Source: an optimization exercise on an open RTL-to-GDS flow (aim: small area and a short achievable clock period). Production flows keep margins and buffers that such runs may drop. Only simulation tests tie the RTL to the original design; equivalence was not proved. No activity file was given, so power comes from the tool's default toggle rates.

$ cat run.sh
#!/bin/bash
# synth_recipe.tcl (not shown) runs the flow's synth.tcl, then flattens the netlist and writes it again
# the make line also repeats each setting of config.mk as NAME=value (left out here)
make -C /OpenROAD-flow-scripts/flow DESIGN_CONFIG=/design/flow/config.mk WORK_HOME=/design/flow/orfs CLKGATE_MAP_FILE= SYNTH_SCRIPT=/design/flow/synth_recipe.tcl finish
$ cat config.mk
export PLATFORM = sky130hd
export DESIGN_NAME = ddr2_cmd_responder
export DESIGN_NICKNAME = ddr2_cmd_responder
export VERILOG_FILES = /design/flow/design.v
export SDC_FILE = /design/flow/constraint.sdc
export NUM_CORES = 4
export LEC_CHECK = 0
export CAP_MARGIN = 0
export CORE_MARGIN = 2
export CORE_UTILIZATION = 50
export CTS_CLUSTER_DIAMETER = 70
export CTS_CLUSTER_SIZE = 30
export PLACE_DENSITY = 0.6
export SETUP_SLACK_MARGIN = 3.0
export SLEW_MARGIN = 0
export SYNTH_HIERARCHICAL = 1
export SYNTH_MINIMUM_KEEP_SIZE = 0
$ cat constraint.sdc
create_clock -name core_clock -period 5.5 [get_ports {clk}]
set_input_delay 1.1000 -clock core_clock [delete_from_list [all_inputs] [get_ports {clk}]]
set_output_delay 1.1000 -clock core_clock [all_outputs]
set_load 0.01 [all_outputs]
$ cat design.v
module ddr2_cmd_responder #(
  parameter int BA_BITS      = 3,
  parameter int ADDR_BITS    = 13,
  parameter int DQ_BITS      = 16,
  parameter int DM_BITS      = 2,
  parameter int COL_IDX_BITS = 4
) (
  input  logic                 clk,
  input  logic                 rst,
  input  logic                 cke,
  input  logic                 cs_n,
  input  logic                 ras_n,
  input  logic                 cas_n,
  input  logic                 we_n,
  input  logic [BA_BITS-1:0]   ba,
  input  logic [ADDR_BITS-1:0] addr,
  input  logic [DQ_BITS-1:0]   dq_in,
  input  logic [DM_BITS-1:0]   dm,
  output logic [DQ_BITS-1:0]   dq_out,
  output logic                 dq_oe,
  output logic                 ready,
  output logic                 err,
  output logic [2:0]           err_code
);
  localparam int NBANK  = 1 << BA_BITS;
  localparam int NCOL   = 1 << COL_IDX_BITS;
  localparam int DEPTH  = NBANK * NCOL;
  localparam int BYTE_W = DQ_BITS / DM_BITS;
  logic cmd_v, c_mrs, c_ref, c_pre, c_act, c_rw;
  assign cmd_v = !cs_n && cke;
  assign c_mrs = cmd_v && !ras_n && !cas_n && !we_n;
  assign c_ref = cmd_v && !ras_n && !cas_n &&  we_n;
  assign c_pre = cmd_v && !ras_n &&  cas_n && !we_n;
  assign c_act = cmd_v && !ras_n &&  cas_n &&  we_n;
  assign c_rw  = cmd_v &&  ras_n && !cas_n;           
  logic ba0, mode_ok;
  assign ba0     = (ba == '0);
  assign mode_ok = (addr[6:4] == 3'd3 || addr[6:4] == 3'd4 || addr[6:4] == 3'd5)
                   && (addr[2:1] == 2'b01);
  logic pw_q, wm_q, rdy_q, wpa;
  assign wpa = !pw_q && !wm_q && !rdy_q;
  logic [1:0]       clm2_q;           
  logic             bl8_q;
  logic [NBANK-1:0] open_q;
  logic             busy_q, aact_q, rd_q, bbl8_q;
  logic [1:0]       wait_q;
  logic [2:0]       beat_q;
  logic [BA_BITS-1:0]      bank_q;
  logic [COL_IDX_BITS-1:0] bcol_q;    
  logic             err_q;
  logic             ready_o, err_o;   
  logic [2:0]       code_q;
  logic             rv_q;             
  logic             rv2_q;            
  logic [NBANK-1:0][DM_BITS-1:0] wbank_n;   
  logic [NCOL-1:0]  col_n;            
  logic [DEPTH-1:0] rsel;             
  logic [DQ_BITS-1:0] wdata_q;
  logic             dq_oe_q;
  logic [DQ_BITS-1:0] dq_out_q;
  logic open_ba;
  assign open_ba = open_q[ba];
  logic e_ninit, e_mode, e_ref, e_act, e_closed, e_ovl, new_err;
  logic [2:0] new_code;
  assign e_ninit  = (c_ref || c_act || c_rw) && !rdy_q;
  assign e_mode   = c_mrs && ba0 && !mode_ok;
  assign e_ref    = c_ref && rdy_q && (|open_q);
  assign e_act    = c_act && rdy_q && open_ba;
  assign e_closed = c_rw && rdy_q && !open_ba;
  assign e_ovl    = c_rw && rdy_q && open_ba && busy_q;
  assign new_err  = e_ninit || e_mode || e_ref || e_act || e_closed || e_ovl;
  assign new_code = {e_ref || e_closed || e_ovl,
                     e_mode || e_act || e_ovl,
                     e_ninit || e_act || e_closed};
  logic accept, aev, last;
  logic [COL_IDX_BITS-1:0] mask, bcol, bnext;
  assign accept = c_rw && rdy_q && open_ba && !busy_q;
  assign aev    = aact_q && (wait_q == 2'd0);
  assign last   = (beat_q[1:0] == 2'b11) && (beat_q[2] || !bbl8_q);
  assign mask   = bbl8_q ? COL_IDX_BITS'(7) : COL_IDX_BITS'(3);
  assign bcol   = bcol_q;
  assign bnext  = (bcol_q & ~mask) | ((bcol_q + COL_IDX_BITS'(1)) & mask);
  always_ff @(posedge clk) begin
    if (rst) begin
      pw_q    <= 1'b1;
      wm_q    <= 1'b0;
      rdy_q   <= 1'b0;
      clm2_q  <= 2'd1;
      bl8_q   <= 1'b0;
      open_q  <= '0;
      busy_q  <= 1'b0;
      aact_q  <= 1'b0;
      err_q   <= 1'b0;
      code_q  <= 3'd0;
      ready_o <= 1'b0;
      err_o   <= 1'b0;
    end else begin
      pw_q  <= pw_q && !cke;
      wm_q  <= (wm_q && !(c_mrs && ba0)) || (wpa && c_pre && addr[10]);
      rdy_q <= rdy_q || (wm_q && c_mrs && ba0);
      ready_o <= ready_o || (wm_q && c_mrs && ba0);
      err_o   <= err_o || new_err;
      if (c_mrs && ba0 && mode_ok) begin
        clm2_q <= 2'(addr[6:4] - 3'd2);
        bl8_q  <= addr[0];
      end
      for (int b = 0; b < NBANK; b++) begin
        if (c_pre && (addr[10] || ba == BA_BITS'(b))) open_q[b] <= 1'b0;
        else if (c_act && rdy_q && ba == BA_BITS'(b)) open_q[b] <= 1'b1;
      end
      if (!busy_q) begin
        busy_q <= accept;
        aact_q <= accept;
      end else begin
        if (aev && last) aact_q <= 1'b0;
        if ((aev && last && !rd_q) || (!aact_q && !rv_q)) busy_q <= 1'b0;
      end
      if (!err_q) begin
        err_q  <= new_err;
        code_q <= new_code;
      end
    end
  end
  always_ff @(posedge clk) begin
    if (!busy_q) begin
      rd_q    <= we_n;
      bank_q  <= ba;
      bcol_q  <= addr[COL_IDX_BITS-1:0];
      bbl8_q  <= bl8_q;
      wait_q  <= we_n ? clm2_q - 2'd1 : clm2_q;    
      beat_q  <= 3'd0;
    end else if (aact_q) begin
      if (wait_q != 2'd0) wait_q <= wait_q - 2'd1;
      else begin
        beat_q <= beat_q + 3'd1;
        bcol_q <= bnext;
      end
    end
  end
  always_ff @(posedge clk) begin
    rv_q    <= aev && rd_q && !rst;
    for (int b = 0; b < NBANK; b++) begin
      for (int y = 0; y < DM_BITS; y++)
        wbank_n[b][y] <= !(aev && !rd_q && !rst && bank_q == BA_BITS'(b) && !dm[y]);
    end
    for (int c = 0; c < NCOL; c++) col_n[c] <= (bcol != COL_IDX_BITS'(c));
    for (int w = 0; w < DEPTH; w++)
      rsel[w] <= aev && rd_q && bank_q == BA_BITS'(w / NCOL) && bcol == COL_IDX_BITS'(w % NCOL);
    wdata_q <= dq_in;
  end
  logic [DEPTH-1:0][DQ_BITS-1:0] mem_q;
  logic [DEPTH-1:0][DM_BITS-1:0] wen;
  for (genvar w = 0; w < DEPTH; w++) begin : g_word
    for (genvar y = 0; y < DM_BITS; y++) begin : g_byte
      ddr2_nor2 u_we (.a(wbank_n[w / NCOL][y]), .b(col_n[w % NCOL]), .y(wen[w][y]));
      always_ff @(posedge clk)
        if (wen[w][y]) mem_q[w][y*BYTE_W +: BYTE_W] <= wdata_q[y*BYTE_W +: BYTE_W];
    end
  end
  localparam int N1 = (DEPTH + 2) / 3;       
  localparam int N2 = (N1 + 3) / 4;          
  localparam int N3 = (N2 + 3) / 4;          
  logic [DQ_BITS-1:0][N3-1:0] l3_q;    
  for (genvar b = 0; b < DQ_BITS; b++) begin : g_bit
    logic [N1-1:0] l1;
    logic [N2-1:0] l2;
    logic [N3-1:0] l3;
    for (genvar g = 0; g < N1; g++) begin : g_l1
      if (3*g + 2 < DEPTH) begin : g_3
        ddr2_aoi222 u (.a0(rsel[3*g]),   .b0(mem_q[3*g][b]),
                       .a1(rsel[3*g+1]), .b1(mem_q[3*g+1][b]),
                       .a2(rsel[3*g+2]), .b2(mem_q[3*g+2][b]), .y(l1[g]));
      end else begin : g_2
        ddr2_aoi22 u (.a0(rsel[3*g]),   .b0(mem_q[3*g][b]),
                      .a1(rsel[3*g+1]), .b1(mem_q[3*g+1][b]), .y(l1[g]));
      end
    end
    for (genvar g = 0; g < N2; g++) begin : g_l2
      if (4*g + 3 < N1) begin : g_4
        ddr2_nand4 u (.a(l1[4*g]), .b(l1[4*g+1]), .c(l1[4*g+2]), .d(l1[4*g+3]), .y(l2[g]));
      end else begin : g_3
        ddr2_nand3 u (.a(l1[4*g]), .b(l1[4*g+1]), .c(l1[4*g+2]), .y(l2[g]));
      end
    end
    for (genvar g = 0; g < N3; g++) begin : g_l3
      if (4*g + 3 < N2) begin : g_4
        ddr2_nor4 u (.a(l2[4*g]), .b(l2[4*g+1]), .c(l2[4*g+2]), .d(l2[4*g+3]), .y(l3[g]));
      end else begin : g_3
        ddr2_nor3 u (.a(l2[4*g]), .b(l2[4*g+1]), .c(l2[4*g+2]), .y(l3[g]));
      end
    end
    always_ff @(posedge clk) l3_q[b] <= l3;
  end
  always_ff @(posedge clk) begin
    if (rst) begin
      dq_oe_q  <= 1'b0;
      dq_out_q <= '0;
    end else begin
      dq_oe_q  <= rv2_q;
      for (int b = 0; b < DQ_BITS; b++) dq_out_q[b] <= rv2_q && !(&l3_q[b]);
    end
  end
  always_ff @(posedge clk) begin
    rv2_q  <= rv_q && !rst;
  end
  assign dq_out   = dq_out_q;
  assign dq_oe    = dq_oe_q;
  assign ready    = ready_o;
  assign err      = err_o;
  assign err_code = code_q;
endmodule
module ddr2_nor2 (input logic a, b, output logic y);
  assign y = !(a || b);
endmodule
module ddr2_aoi222 (input logic a0, b0, a1, b1, a2, b2, output logic y);
  assign y = !((a0 && b0) || (a1 && b1) || (a2 && b2));
endmodule
module ddr2_aoi22 (input logic a0, b0, a1, b1, output logic y);
  assign y = !((a0 && b0) || (a1 && b1));
endmodule
module ddr2_nand4 (input logic a, b, c, d, output logic y);
  assign y = !(a && b && c && d);
endmodule
module ddr2_nand3 (input logic a, b, c, output logic y);
  assign y = !(a && b && c);
endmodule
module ddr2_nor4 (input logic a, b, c, d, output logic y);
  assign y = !(a || b || c || d);
endmodule
module ddr2_nor3 (input logic a, b, c, output logic y);
  assign y = !(a || b || c);
endmodule
==> results by group, run 1 <==
Status
  – Outcome: finished clean

STA
  – Final TNS setup: 0 ps
  – Max Freq: about 400 MHz
  – RSZ-0062 raised after global routing: true
  – Final Setup Violations: 0
  – Minimum clock period: 2490 ps
  – Fin. Hold Viols: 0
  – Final clock skew: 41.4 ps
  – Worst Tran Pin Value: about 1300 ps
  – Final worst-path cycle share: 45.2%
  – Slew HR: 15.2%
  – Slew Limit Fails: 0

Min path
  – WHS Endpoint: dq_out_q[7]
  – Hold path cells: 1
  – Hold Path Origin: l3_q[22]
  – Hold/Removal Path Class: reg -> reg

Critical path
  – Reg2Reg Setup Slack: 3010 ps
  – CP Capture Type: flip-flop
  – Crit-path cells: a222oi_1, nand4_1, nor4_4
  – CP max stage cell: nor4_4
  – CP Max Fanout: 16
  – Crit path arrival time: 3130 ps
  – Worst path max stage delay: 630 ps
  – Worst reg-to-reg path cell count: 3
  – Worst Path Required: approximately 6000 ps
  – Worst flop-to-flop path startpoint: rsel[42]
  – Reg2reg end: l3_q[15]
  – Crit Path Class: reg -> reg
  – CP Launch Type: flip-flop

Synth
  – Synth Warn #: 7
  – FF+latch count, synth: 2,327
  – Main synth FF type: edfxtp_1
  – Netlist cell types: 52
  – Top post-synthesis cells by area: edfxtp_1 (79%), a222oi_1 (8.6%), dfxtp_1 (6.8%), nor2_1 (2.0%), nand4_1 (1.3%)
  – Synthesized instance count: about 3,900
  – Sequential share of the synthesized area: around 85%
  – Syn_nets: roughly 3,900
  – Syn Area/Cell: 20.3 um^2
  – Number of synthesized flops with an enable pin: ~2,100
  – Netlist Area Pre-Place: 78,600 um^2
  – Area share of the largest cell type after synthesis: 78.6%
  – Async S/R FF share, synth: 0%
  – Leading area contributor after synthesis: edfxtp_1

Placed design
  – Cell count after placement: 6,028
  – Port Buffers: 57
  – Gp weighted congestion: roughly 0.84
  – DPL Wire Length: 130 mm

Global route
  – Total GRT Usage: 25.9%
  – Vias in the first global route: between 30,000 and 40,000
  – Met1 Track Usage GR: 37.2%
  – GRT overflow: 0
  – Met2 usage: roughly two fifths
  – First-pass GRT wire length: a little under 300 mm
  – Largest net degree at the start of global routing: 90
  – Initial antenna violation count: 7
  – Met3 GRT Util: 4.77%
  – Busiest grt layer: met2

Finish
  – Finished Layout Cells: 6,271
  – P&R area growth vs syn: 10.4%
  – Seq. cell area: between 60,000 and 70,000 um^2
  – NumNets Final: 4,149
  – Commonest non-fill, non-tap cells in the layout: edfxtp_1 (2,059), a222oi_1 (672), nor2_1 (415)
  – Area occupied by multi-input gates: about 11,000 um^2
  – Commonest non-fill, non-tap cell in the layout: edfxtp_1
  – Layout cell share with drive strength beyond 1: between 9 and 10%
  – Filler cell count: about 12,000

Floorplanning
  – Die Area: ~160,000 um^2
  – Row count: 145
  – Die X: 401 um
  – Die Height: 401 um
  – I/O pin count: 63
  – Initial core utilization: roughly half
  – Core area: around 160,000 um^2

Job
  – Max Cap Violations: 0

Clock network
  – Clk Latency, worst-skew pair: 800 ps
  – Root Driver: clkbuf_16
  – CTS buffer count: 130
  – TritonCTS clock tree: done
  – Clock Pin Slew Worst Setup and Hold Paths: 90 ps
  – Clock buffer depth: 3
  – Post-CTS Setup Bufs: 0
  – Hold Buf Count CTS: 0
  – Clock sinks: 2,327
  – Htree depth: 4

Routing
  – Antenna Nets Post-Route: 0
  – Number of DRC markers in iteration 0: 8,041
  – Drt drc: 0
  – Via count: 42,213
  – Vias per cell: 6.73
  – First-pass iteration count of the detailed router: 7
  – WL final: 212 mm
  – Per-cell routed wire length: around 34 um

Power
  – Worst IR drop on VDD: about 0.26 mV
  – Leak Pwr: between 20 and 30 nW
  – PD cells: ~350 nW/um^2
worst max-delay path by stage:
stage / start / to / slack [ps] / depth (start not counted)
2_1_floorplan: cas_n / code_q[1] / 3040 / 5
3_3_place_gp: ba[1] / code_q[1] / 2240 / 6
3_5_place_dp: ba[1] / err_q / 2190 / 6
4_1_cts: dq_out_q[15] / dq_out[15] / 2850 / 1
5_1_grt: wait_q[0] / rsel[53] / 2970 / 7
6_report: rsel[42] / l3_q[15] / 3010 / 3
timing repair:
item,CTS,global route
setup endpoints to repair,32,23
pin swaps,0,2
hold endpoints to repair,0,0
cloned,0,0
gates resized for setup,104,11
power by group:
group	leakage, nW	switching (mW)	internal (mW)	total, mW
Combinational	3.24	0.222	0.0485	0.271
Sequential	20.7	0.181	19.2	19.4
Clock	2.17	5.75	5.33	11.1
critical path: cells and delay by family, from the launching register on:
family           cells  cell delay [ps]
AND/OR/NAND/NOR      2             1220
AO/OA/AOI/OAI        1              580
flip-flops           1              520
layer usage:
layer,wire (um),vias up,part of all wire [%]
li1,-,17650,-
met4,6390,0,3.0
met3,20600,265,9.8
met2,100000,2276,47
met1,84300,22022,40
met5,0,-,0
per-module statistics from Yosys (local to each module, per instance):
module              cells inside  cell area [um^2]  copies in the design  flops+latches
ddr2_aoi22                     1              12.5                    16              0
ddr2_aoi222                    1              10.0                   672              0
ddr2_cmd_responder          2714             69100                     1           2327
ddr2_nand3                     1              5.00                    16              0
ddr2_nand4                     1              6.26                   160              0
ddr2_nor2                      1              3.75                   256              0
ddr2_nor3                      1              10.0                    16              0
ddr2_nor4                      1              12.5                    32              0
area by class of cell:
cell class,count,area share [%]
sequential,2327,77.6
clock inverter,74,1.01
inverter,14,0.0606
timing repair buffer,116,1.10
antenna,8,0.0231
clock buffer,161,4.16
multi-input combinational,1513,13.1
tap,2058,2.97
logic make-up after synthesis:
family          after synthesis  share of synthesized area, %
flops                      2327                          85.5
compound gates              754                          9.35
simple gates                743                          4.76
buf+inv                      42                         0.202
fa+ha+maj                     6                        0.0955
xor+xnor                      5                        0.0557
mux                           5                        0.0653
Yosys cell counts, types with 2 or more instances:
library cell / n
edfxtp_1: 2059
a222oi_1: 672
nor2_1: 415
dfxtp_1: 268
nand4_1: 162
nand2_1: 52
nor4_2: 32
clkbuf_1: 25
nand3_1: 25
a31oi_1: 18
nor3_2: 17
a22oi_2: 16
a21oi_1: 15
inv_1: 14
o21ai_0: 14
nor2b_1: 9
ha_1: 6
nand2b_1: 6
a22oi_1: 5
mux2i_1: 4
nor4_1: 3
xnor2_1: 3
a311oi_1: 2
and2_1: 2
and3b_1: 2
buf_1: 2
nand3b_1: 2
nand4bb_1: 2
nor3_1: 2
o211ai_1: 2
or2_1: 2
or3_1: 2
or4_1: 2
xor2_1: 2
state kept, by name (all words and copies together) (netlist names), 2 cells and up, named ones only:
signal    count
bank_q        3
clm2_q        2
wbank_n      16
open_q        8
l3_q         48
bcol_q        3
dq_out_q     16
mem_q      2048
col_n        16
code_q        3
wdata_q      16
beat_q        3
rsel        128
wait_q        2
metrics by stage:
stage                     hold slack [ps]  util (%)  setup WS (ps)  power [mW]  instance area (um^2)
after global routing                  438      55.5           2970        31.5                 86700
after CTS                             422      55.5           2850        30.9                 86700
final                                 420      55.5           3010        30.7                 86800
after global placement                416      52.6           2240        20.0                 82200
after floorplan                       399         -           3040        19.8                 78600
after detailed placement              408      52.6           2190        20.0                 82200
==> run 2, diff against run 1 <==
--- a/design.v
+++ b/design.v
@@ -46,15 +46,14 @@
   logic [1:0]       wait_q;
   logic [2:0]       beat_q;
   logic [BA_BITS-1:0]      bank_q;
-  logic [COL_IDX_BITS-1:0] bcol_q;    
+  logic [COL_IDX_BITS-1:0] start_q;
   logic             err_q;
-  logic             ready_o, err_o;   
   logic [2:0]       code_q;
   logic             rv_q;             
-  logic             rv2_q;            
+  logic [NBANK-1:0] rbank_n;          
   logic [NBANK-1:0][DM_BITS-1:0] wbank_n;   
-  logic [NCOL-1:0]  col_n;            
-  logic [DEPTH-1:0] rsel;             
+  logic [NCOL-1:0]  rcol_n;           
+  logic [NCOL-1:0]  wcol_n;           
   logic [DQ_BITS-1:0] wdata_q;
   logic             dq_oe_q;
   logic [DQ_BITS-1:0] dq_out_q;
@@ -73,13 +72,12 @@
                      e_mode || e_act || e_ovl,
                      e_ninit || e_act || e_closed};
   logic accept, aev, last;
-  logic [COL_IDX_BITS-1:0] mask, bcol, bnext;
+  logic [COL_IDX_BITS-1:0] mask, bcol;
   assign accept = c_rw && rdy_q && open_ba && !busy_q;
   assign aev    = aact_q && (wait_q == 2'd0);
   assign last   = (beat_q[1:0] == 2'b11) && (beat_q[2] || !bbl8_q);
   assign mask   = bbl8_q ? COL_IDX_BITS'(7) : COL_IDX_BITS'(3);
-  assign bcol   = bcol_q;
-  assign bnext  = (bcol_q & ~mask) | ((bcol_q + COL_IDX_BITS'(1)) & mask);
+  assign bcol   = (start_q & ~mask) | ((start_q + COL_IDX_BITS'(beat_q)) & mask);
   always_ff @(posedge clk) begin
     if (rst) begin
       pw_q    <= 1'b1;
@@ -92,14 +90,10 @@
       aact_q  <= 1'b0;
       err_q   <= 1'b0;
       code_q  <= 3'd0;
-      ready_o <= 1'b0;
-      err_o   <= 1'b0;
     end else begin
       pw_q  <= pw_q && !cke;
       wm_q  <= (wm_q && !(c_mrs && ba0)) || (wpa && c_pre && addr[10]);
       rdy_q <= rdy_q || (wm_q && c_mrs && ba0);
-      ready_o <= ready_o || (wm_q && c_mrs && ba0);
-      err_o   <= err_o || new_err;
       if (c_mrs && ba0 && mode_ok) begin
         clm2_q <= 2'(addr[6:4] - 3'd2);
         bl8_q  <= addr[0];
@@ -113,7 +107,7 @@
         aact_q <= accept;
       end else begin
         if (aev && last) aact_q <= 1'b0;
-        if ((aev && last && !rd_q) || (!aact_q && !rv_q)) busy_q <= 1'b0;
+        if ((aev && last && !rd_q) || !aact_q) busy_q <= 1'b0;
       end
       if (!err_q) begin
         err_q  <= new_err;
@@ -125,34 +119,35 @@
     if (!busy_q) begin
       rd_q    <= we_n;
       bank_q  <= ba;
-      bcol_q  <= addr[COL_IDX_BITS-1:0];
+      start_q <= addr[COL_IDX_BITS-1:0];
       bbl8_q  <= bl8_q;
-      wait_q  <= we_n ? clm2_q - 2'd1 : clm2_q;    
+      wait_q  <= clm2_q;
       beat_q  <= 3'd0;
     end else if (aact_q) begin
       if (wait_q != 2'd0) wait_q <= wait_q - 2'd1;
-      else begin
-        beat_q <= beat_q + 3'd1;
-        bcol_q <= bnext;
-      end
+      else                beat_q <= beat_q + 3'd1;
     end
   end
   always_ff @(posedge clk) begin
     rv_q    <= aev && rd_q && !rst;
     for (int b = 0; b < NBANK; b++) begin
+      rbank_n[b] <= !(aev && rd_q && !rst && bank_q == BA_BITS'(b));
       for (int y = 0; y < DM_BITS; y++)
         wbank_n[b][y] <= !(aev && !rd_q && !rst && bank_q == BA_BITS'(b) && !dm[y]);
     end
-    for (int c = 0; c < NCOL; c++) col_n[c] <= (bcol != COL_IDX_BITS'(c));
-    for (int w = 0; w < DEPTH; w++)
-      rsel[w] <= aev && rd_q && bank_q == BA_BITS'(w / NCOL) && bcol == COL_IDX_BITS'(w % NCOL);
+    for (int c = 0; c < NCOL; c++) begin
+      rcol_n[c] <= !( rd_q && bcol == COL_IDX_BITS'(c));
+      wcol_n[c] <= !(!rd_q && bcol == COL_IDX_BITS'(c));
+    end
     wdata_q <= dq_in;
   end
   logic [DEPTH-1:0][DQ_BITS-1:0] mem_q;
+  logic [DEPTH-1:0]              rsel;
   logic [DEPTH-1:0][DM_BITS-1:0] wen;
   for (genvar w = 0; w < DEPTH; w++) begin : g_word
+    ddr2_nor2 u_rs (.a(rbank_n[w / NCOL]), .b(rcol_n[w % NCOL]), .y(rsel[w]));
     for (genvar y = 0; y < DM_BITS; y++) begin : g_byte
-      ddr2_nor2 u_we (.a(wbank_n[w / NCOL][y]), .b(col_n[w % NCOL]), .y(wen[w][y]));
+      ddr2_nor2 u_we (.a(wbank_n[w / NCOL][y]), .b(wcol_n[w % NCOL]), .y(wen[w][y]));
       always_ff @(posedge clk)
         if (wen[w][y]) mem_q[w][y*BYTE_W +: BYTE_W] <= wdata_q[y*BYTE_W +: BYTE_W];
     end
@@ -160,7 +155,7 @@
   localparam int N1 = (DEPTH + 2) / 3;       
   localparam int N2 = (N1 + 3) / 4;          
   localparam int N3 = (N2 + 3) / 4;          
-  logic [DQ_BITS-1:0][N3-1:0] l3_q;    
+  logic [DQ_BITS-1:0] rdat;
   for (genvar b = 0; b < DQ_BITS; b++) begin : g_bit
     logic [N1-1:0] l1;
     logic [N2-1:0] l2;
@@ -189,24 +184,21 @@
         ddr2_nor3 u (.a(l2[4*g]), .b(l2[4*g+1]), .c(l2[4*g+2]), .y(l3[g]));
       end
     end
-    always_ff @(posedge clk) l3_q[b] <= l3;
+    assign rdat[b] = !(&l3);
   end
   always_ff @(posedge clk) begin
     if (rst) begin
       dq_oe_q  <= 1'b0;
       dq_out_q <= '0;
     end else begin
-      dq_oe_q  <= rv2_q;
-      for (int b = 0; b < DQ_BITS; b++) dq_out_q[b] <= rv2_q && !(&l3_q[b]);
-    end
-  end
-  always_ff @(posedge clk) begin
-    rv2_q  <= rv_q && !rst;
+      dq_oe_q  <= rv_q;
+      dq_out_q <= rdat;
+    end
   end
   assign dq_out   = dq_out_q;
   assign dq_oe    = dq_oe_q;
-  assign ready    = ready_o;
-  assign err      = err_o;
+  assign ready    = rdy_q;
+  assign err      = err_q;
   assign err_code = code_q;
 endmodule
 module ddr2_nor2 (input logic a, b, output logic y);
==> config.mk (replaced) <==
export PLATFORM = sky130hd
export DESIGN_NAME = ddr2_cmd_responder
export DESIGN_NICKNAME = ddr2_cmd_responder
export VERILOG_FILES = /design/flow/design.v
export SDC_FILE = /design/flow/constraint.sdc
export NUM_CORES = 4
export LEC_CHECK = 0
export CAP_MARGIN = 20
export CORE_MARGIN = 2
export CORE_UTILIZATION = 50
export PLACE_DENSITY = 0.6
export SETUP_SLACK_MARGIN = 3.0
export SLEW_MARGIN = 20
export SYNTH_HIERARCHICAL = 1
export SYNTH_MINIMUM_KEEP_SIZE = 0
==> results by group, run 2 <==
Routing
  – Vias per cell: 6.63 (-1.5%)
  – Antenna Nets Post-Route: 0 (unchanged)
  – Via count: 42,486 (+0.65%)
  – Per-cell routed wire length: 32.7 um (-3.1%)
  – First-pass iteration count of the detailed router: 10 (+3)
  – Number of DRC markers in iteration 0: 8,250 (+2.6%)
  – Drt drc: 0 (unchanged)
  – WL final: 209 mm (-0.97%)

Synth
  – Netlist Area Pre-Place: 75,500 um^2 (-4.0%)
  – Synth Warn #: 7 (unchanged)
  – Synth top cells by count: edfxtp_1 (2,059), a222oi_1 (672), nor2_1 (404)
  – Syn Area/Cell: 20.4 um^2 (+0.59%)
  – Main synth FF type: edfxtp_1
  – Top-count cell post-synth: edfxtp_1
  – Top post-synthesis cells by area: edfxtp_1 (82%), a222oi_1 (8.9%), dfxtp_1 (3.0%), nor2_1 (2.0%), nand4_1 (1.3%)
  – Async S/R FF share, synth: 0% (unchanged)
  – Netlist cell types: 53 (+1.9%)
  – Synthesized instance count: 3,704 (-4.6%)
  – Leading area contributor after synthesis: edfxtp_1
  – Sequential share of the synthesized area: 84.9% (-0.53 points)
  – Number of synthesized flops with an enable pin: 2,059 (unchanged)
  – FF+latch count, synth: 2,172 (-6.7%)
  – Syn_nets: 3,749 (-4.6%)
  – Area share of the largest cell type after synthesis: 81.9% (+3.3 points)

STA
  – Slew HR: 21.1% (+5.9 points)
  – Slew Limit Fails: 0 (unchanged)
  – Final clock skew: 26.0 ps (-15.4 ps)
  – Final worst-path cycle share: 50.3% (+5.1 points)
  – Max Freq: 362 MHz (-10%)
  – Minimum clock period: 2760 ps (+279 ps)
  – Final TNS setup: 0 ps (unchanged)
  – Final Setup Violations: 0 (unchanged)
  – RSZ-0062 raised after global routing: true
  – Fin. Hold Viols: 0 (unchanged)
  – Worst Tran Pin Value: 1180 ps (-85.8 ps)

Finish
  – Commonest non-fill, non-tap cell in the layout: edfxtp_1
  – NumNets Final: 4,257 (+2.6%)
  – Commonest non-fill, non-tap cells in the layout: edfxtp_1 (2,059), a222oi_1 (672), nor2_1 (370)
  – Filler cell count: 10,894 (-7.9%)
  – Largest Register: mem_q
  – Layout cell share with drive strength beyond 1: 17.2% (+7.5 points)
  – Largest register FFs: 2,048 (unchanged)
  – Core Util, Final: 58.8% (+3.3 points)
  – P&R area growth vs syn: 16.8%

Floorplanning
  – Initial core utilization: 50.4% (about the same)
  – Die Area: 154,000 um^2 (-4.0%)
  – Die X: 392 um (-2.0%)
  – Die Height: 392 um (-2.0%)
  – I/O pin count: 63 (unchanged)
  – Row count: 142 (-2.1%)
  – Core area: 150,000 um^2 (-4.1%)

Critical path
  – CP Launch Type: flip-flop
  – Crit Path Class: reg -> reg
  – Worst setup path start: rbank_n[1]
  – Worst flop-to-flop path startpoint: rbank_n[1]
  – Crit path arrival time: 3440 ps (+310 ps)
  – CP max stage cell: nor4_4
  – Worst Path Required: 6170 ps (+20 ps)
  – CP Capture Type: flip-flop
  – Crit-path cells: buf_12, buf_6, nor2_4, buf_8, a222oi_1, nand4_1, nor4_4, a31oi_1
  – Worst path max stage delay: 790 ps (+160 ps)
  – CP Max Fanout: 8 (-8)

Global route
  – Met1 Track Usage GR: 37.8% (+0.60 points)
  – Busiest grt layer: met2
  – Met2 usage: 42.6% (+2.1 points)
  – Initial antenna violation count: 6 (-1)
  – Met3 GRT Util: 4.91% (+0.14 points)
  – Largest net degree at the start of global routing: 93 (+3.3%)
  – First-pass GRT wire length: 292 mm (-1.2%)
  – Vias in the first global route: 40,174 (+1.5%)
  – GRT overflow: 0 (unchanged)
  – Total GRT Usage: 26.9% (+1.0 points)

Clock network
  – CTS buffer count: 207 (+59%)
  – Clock buffer depth: 3 (unchanged)
  – TritonCTS clock tree: done
  – Clock sinks: 2,172 (-6.7%)
  – Htree depth: 4 (unchanged)
  – Clk Latency, worst-skew pair: 850 ps (+50 ps)
  – Clock Pin Slew Worst Setup and Hold Paths: 60 ps (-30 ps)
  – Root Driver: clkbuf_16

Min path
  – Hold Path Origin: bl8_q
  – Hold/Removal Path Class: reg -> reg

Power
  – Worst IR drop on VDD: 0.267 mV (+3.4%)
  – Leak Pwr: 27.2 nW (+4.3%)
  – PD cells: 367 nW/um^2 (+3.8%)

Job
  – Max Cap Violations: 0 (unchanged)

Status
  – Outcome: finished clean

Placed design
  – DPL Wire Length: 128 mm (-2.2%)
  – Port Buffers: 57 (unchanged)
  – Gp weighted congestion: 0.831 (-0.61%)
## run 2: critical path, delay by kind of cell (launching register included)
family / cells / cell delay [ps]
AND/OR/NAND/NOR: 3 / 1170
AO/OA/AOI/OAI: 2 / 550
flip-flops: 1 / 440
buffers and inverters: 3 / 420
## run 2: final cells by class
cell class / instances / area (um^2) / share of cell area, %
multi-input cells: 1507 / 11700 / 13.3
repair buffers: 314 / 2910 / 3.30
diodes: 2 / 5.00 / 0.00568
clock buffers: 257 / 5630 / 6.38
well taps: 2016 / 2520 / 2.86
clock inverters: 128 / 1040 / 1.18
inverters: 10 / 37.5 / 0.0426
flip-flops and latches: 2172 / 64300 / 73.0
## run 2: worst paths after layout
path                            slack [ps]            to  cells past startpoint
worst max-delay path                  2740  dq_out_q[15]                      8
worst min-delay path                   430        bbl8_q                      0
worst max register to register        2740  dq_out_q[15]                      8
worst min register to register         430        bbl8_q                      0
## run 2: kinds of logic (layout without fill, tap and decap cells)
logic type,Yosys count,in the layout,share of synthesized area [%]
xor+xnor,3,3,0.0348
flops,2172,2172,84.9
other cells,0,2,0
fa+ha+maj,4,4,0.0763
compound gates,757,757,9.79
buf+inv,25,709,0.136
mux,5,5,0.111
simple gates,738,738,4.91
## run 2: modules after synthesis (local to each module, per instance)
module	cell area [um^2]	times used	flops+latches
ddr2_nand4	6.26	160	0
ddr2_cmd_responder	65400	1	2172
ddr2_nor2	3.75	384	0
ddr2_nand3	5.00	16	0
ddr2_aoi222	10.0	672	0
ddr2_aoi22	12.5	16	0
ddr2_nor3	10.0	16	0
ddr2_nor4	12.5	32	0
## run 2: routing by layer
layer / vias up / part of all wire [%]
met2: 2518 / 48
met1: 21810 / 38
li1: 17811 / -
met4: 0 / 3.5
met5: - / 0
met3: 347 / 11
## run 2: repair_timing
item	in CTS	in global routing
hold buffers	0	0
endpoints found under the setup margin	38	36
buffers inserted	71	26
pin swaps	86	86
gates cloned	4	4
resized for setup	255	56
## run 2: per-stage QoR
stage / std cells / power [mW] / setup WS, ps / instance area [um^2] / hold WS (ps)
2_1_floorplan: 3704 / 18.6 / 2970 / 75500 / 408
3_3_place_gp: 5913 / 18.9 / 1950 / 79700 / 418
3_5_place_dp: 5914 / 18.9 / 1890 / 79700 / 423
4_1_cts: 6374 / 32.6 / 2840 / 87600 / 438
5_1_grt: 6404 / 33.2 / 2740 / 88100 / 459
6_report: 6406 / 32.4 / 2740 / 88100 / 435
## run 2: where the power goes
part	leakage, nW	internal, mW	total (mW)	switching (mW)
combinational	4.51	0.0532	0.260	0.206
sequential	19.4	18.1	18.3	0.176
clock	3.29	7.89	13.9	5.97

-- re-timing with driven ports --
The flow's constraints put no driver on any port. The routed layouts listed below were extracted and timed again, unchanged, in two steps.
Step 1, drivers: a clkbuf_16 drives clk and a buf_2 each remaining input, both assumed.
Step 2 times the ports against the registers' clock, not the clock port: input delays grow and output delays shrink by t, the midpoint of the rising clock arrivals with the driver on.
a / b / c = ideal ports / drivers / drivers and shift; a / b = the first two.
run	shift t [ns]	slack for setup (ns)	worst hold slack (ns)	worst setup path after step 2	cell pins on the clock port's net
run 1	0.869	3.015 / 2.971 / 2.302	0.420 / 0.420 / 0.420	input to register	1
run 2	0.922	2.736 / 2.736 / 2.218	0.435 / 0.435 / 0.435	input to register	1
After both steps every run listed still meets setup and hold. For run 1, which loses most, drivers alone change the setup slack by -0.044 ns; drivers and shift together by -0.713 ns.
